Source: an optimization exercise on an open RTL-to-GDS flow (aim: small area). Production flows keep margins and buffers that such runs may drop.

## job 4135
==> flow/design.v <==
package spi_pkg;
  localparam logic [7:0] OP_WRITE = 8'h0A;
  localparam logic [7:0] OP_READ  = 8'h0B;
  localparam int SCLK_HALF_MIN = 8;
  localparam logic [2:0] IDLE   = 3'd0;
  localparam logic [2:0] INSTR  = 3'd1;
  localparam logic [2:0] ADDR   = 3'd2;
  localparam logic [2:0] WDATA  = 3'd3;
  localparam logic [2:0] RDATA  = 3'd4;
  localparam logic [2:0] IGNORE = 3'd5;
endpackage
module spi_sync_edge #(
  parameter logic RST_VAL = 1'b0
) (
  input  logic CLK,
  input  logic RST,
  input  logic D,
  output logic LEVEL,
  output logic RISE,
  output logic FALL
);
  logic [2:0] sr;
  always_ff @(posedge CLK) begin
    if (RST) sr <= {3{RST_VAL}};
    else     sr <= {sr[1:0], D};
  end
  assign LEVEL = sr[1];
  assign RISE  = sr[1] & ~sr[2];
  assign FALL  = ~sr[1] & sr[2];
endmodule
import spi_pkg::*;
module spi_peripheral #(
  parameter int         ADDR_W = 7,
  parameter logic [7:0] DEVID  = 8'hAD
) (
  input  logic              CLK,
  input  logic              RST,
  input  logic              SCLK,
  input  logic              CS,
  input  logic              MOSI,
  output logic              MISO,
  output logic              MISO_OE,
  input  logic              LOC_WE,
  input  logic [ADDR_W-1:0] LOC_ADDR,
  input  logic [7:0]        LOC_WDATA,
  output logic [7:0]        LOC_RDATA,
  output logic              WR_STROBE,
  output logic [ADDR_W-1:0] WR_ADDR,
  output logic              BUSY,
  output logic [2:0]        DBG_STATE
);
  localparam int DEPTH = 1 << ADDR_W;
  localparam bit AUTOINC = 1'b1;
  logic sclk_lvl, sclk_rise, sclk_fall;
  logic cs_lvl, cs_rise, cs_fall;
  logic mosi_lvl, mosi_rise, mosi_fall;
  spi_sync_edge #(.RST_VAL(1'b0)) u_sync_sclk (
    .CLK(CLK), .RST(RST), .D(SCLK), .LEVEL(sclk_lvl), .RISE(sclk_rise), .FALL(sclk_fall)
  );
  spi_sync_edge #(.RST_VAL(1'b1)) u_sync_cs (
    .CLK(CLK), .RST(RST), .D(CS), .LEVEL(cs_lvl), .RISE(cs_rise), .FALL(cs_fall)
  );
  spi_sync_edge #(.RST_VAL(1'b0)) u_sync_mosi (
    .CLK(CLK), .RST(RST), .D(MOSI), .LEVEL(mosi_lvl), .RISE(mosi_rise), .FALL(mosi_fall)
  );
  logic unused_sync;
  assign unused_sync = &{1'b0, sclk_lvl, cs_rise, mosi_rise, mosi_fall};
  logic [2:0]        state;
  logic [2:0]        bit_cnt;
  logic [6:0]        shift_in;
  logic [6:0]        tx_sh;
  logic [ADDR_W-1:0] addr;
  logic              rd_op;
  logic [3:0]        settle_cnt;
  logic [7:0]        in_byte;
  logic [7:0]        rd_byte;
  logic              byte_done;
  logic              spi_commit;
  logic              settled;
  logic [ADDR_W-1:0] addr_step;
  assign in_byte    = {shift_in, mosi_lvl};
  assign byte_done  = sclk_rise && (bit_cnt == 3'd0);
  assign spi_commit = (state == WDATA) && !cs_lvl && byte_done;
  assign settled    = (settle_cnt == 4'(SCLK_HALF_MIN));
  assign addr_step  = AUTOINC ? addr + ADDR_W'(1) : addr;
  always_ff @(posedge CLK) begin
    if (RST) begin
      state      <= IDLE;
      bit_cnt    <= 3'd7;
      shift_in   <= '0;
      tx_sh      <= '0;
      addr       <= '0;
      rd_op      <= 1'b0;
      settle_cnt <= '0;
      MISO       <= 1'b0;
      MISO_OE    <= 1'b0;
      WR_STROBE  <= 1'b0;
      WR_ADDR    <= '0;
    end else begin
      WR_STROBE <= spi_commit;
      if (spi_commit) WR_ADDR <= addr;
      if (!settled) settle_cnt <= settle_cnt + 4'd1;
      if (state != IDLE && cs_lvl) begin
        state   <= IDLE;
        bit_cnt <= 3'd7;
        MISO    <= 1'b0;
        MISO_OE <= 1'b0;
      end else begin
        if (sclk_rise && state != IDLE) begin
          shift_in <= in_byte[6:0];
          bit_cnt  <= bit_cnt - 3'd1;
        end
        case (state)
          IDLE: begin
            if (cs_fall && settled) begin
              state   <= INSTR;
              bit_cnt <= 3'd7;
            end
          end
          INSTR: begin
            if (byte_done) begin
              rd_op <= (in_byte == OP_READ);
              state <= (in_byte == OP_WRITE || in_byte == OP_READ) ? ADDR : IGNORE;
            end
          end
          ADDR: begin
            if (byte_done) begin
              addr  <= in_byte[ADDR_W-1:0];
              state <= rd_op ? RDATA : WDATA;
            end
          end
          WDATA: begin
            if (byte_done) addr <= addr_step;
          end
          RDATA: begin
            if (sclk_fall) begin
              if (bit_cnt == 3'd7) begin
                MISO    <= rd_byte[7];
                tx_sh   <= rd_byte[6:0];
                MISO_OE <= 1'b1;
                addr    <= addr_step;
              end else begin
                MISO  <= tx_sh[6];
                tx_sh <= {tx_sh[5:0], 1'b0};
              end
            end
          end
          default: ;
        endcase
      end
    end
  end
  logic             phase;
  logic [DEPTH-1:1] loc_sel, spi_sel;    
  logic [DEPTH-1:1] we_spi, we_loc, hold;
  logic             loc_we_g;
  logic [7:0]       spi_wd, loc_wd;
  logic [7:0]       regs_x [DEPTH-1:1];  
  always_ff @(posedge CLK) phase <= !RST && !phase;
  assign loc_we_g = LOC_WE && !RST && !(spi_commit && (LOC_ADDR == addr));
  assign spi_wd   = RST ? 8'hFF : (in_byte ^ {8{phase}});
  assign loc_wd   = LOC_WDATA ^ {8{phase}};
  for (genvar i = 1; i < DEPTH; i++) begin : g_reg
    assign loc_sel[i] = (LOC_ADDR == ADDR_W'(i));
    assign spi_sel[i] = (addr == ADDR_W'(i));
    assign we_spi[i]  = RST || (spi_commit && spi_sel[i]);
    assign we_loc[i]  = loc_we_g && loc_sel[i];
    assign hold[i]    = !(we_spi[i] || we_loc[i]);
    always_ff @(posedge CLK)
      regs_x[i] <= ~(({8{hold[i]}} & regs_x[i]) | ({8{we_spi[i]}} & spi_wd) |
                     ({8{we_loc[i]}} & loc_wd));
  end
  logic [7:0] loc_raw, spi_raw, loc_rd;
  always_comb begin
    loc_raw = 8'h00;
    spi_raw = 8'h00;
    for (int i = 1; i < DEPTH; i++) begin
      loc_raw = loc_raw | ({8{loc_sel[i]}} & regs_x[i]);
      spi_raw = spi_raw | ({8{spi_sel[i]}} & regs_x[i]);
    end
  end
  assign loc_rd  = (LOC_ADDR == '0) ? DEVID : (loc_raw ^ {8{phase}});
  assign rd_byte = (addr == '0) ? DEVID : (spi_raw ^ {8{phase}});
  always_ff @(posedge CLK) begin
    if (RST) LOC_RDATA <= '0;
    else     LOC_RDATA <= loc_rd;
  end
  assign BUSY      = ~cs_lvl;
  assign DBG_STATE = state;
endmodule
clock: 5.0 ns
lec_check: 0
cap_margin: 20
core_margin: 2
core_utilization: 30
place_density: 0.35
slew_margin: 20
run.sh (not shown) runs the stock make flow with config.mk's settings and CLKGATE_MAP_FILE= SYNTH_SCRIPT=/design/flow/synth_recipe.tcl, a recipe that flattens the netlist after the stock synthesis.
Job 4135 never completed, since it errored out during global routing (5_1_grt).
Inputs modified between job 4135 and job 7644:
- PLACE_DENSITY: 0.35 -> 0.45
- CORE_UTILIZATION: 30 -> 40
Results
Job 7644 did not finish; the tool stopped in global routing (5_1_grt) with error GRT-0116. Job 4135 → job 7644: initial standard-cell utilization of the core shows an increase of 10 points, worst slack after detailed placement shows a reduction of 190 ps. Job 4135 -> job 7644: fraction of the mapped netlist area in compound gates delta 0, exact match. Job 7644 vs job 4135: count of standard-cell rows down by more than 10%. In the flow results for job 7644 and job 4135, the placer's final routability congestion estimate is smaller on job 4135. Job 7644 vs. job 4135: post-synthesis instance total essentially unchanged, area after synthesis essentially unchanged, number of placed instances, taps included decreased 9.4%, number of buffers inserted during clock tree synthesis decreased 11%.
Modified inputs, job 3647 compared to job 7644
- changing CORE_UTILIZATION from 40 to 30
- removing PLACE_DENSITY (formerly 0.45)
==> run summary <==
Pre-CTS setup slack for job 3647: 72 ps down relative to job 7644
Job 7644 has lower floorplan die height than job 3647.
The log for job 3647 ends in global routing (5_1_grt) with error GRT-0116, so the run never completed.
Weighted congestion at the end of routability-driven global placement shrinks by more than 10% when moving from job 7644 to job 3647.
Function was not checked in any run of this note: the RTL went through the layout flow alone.
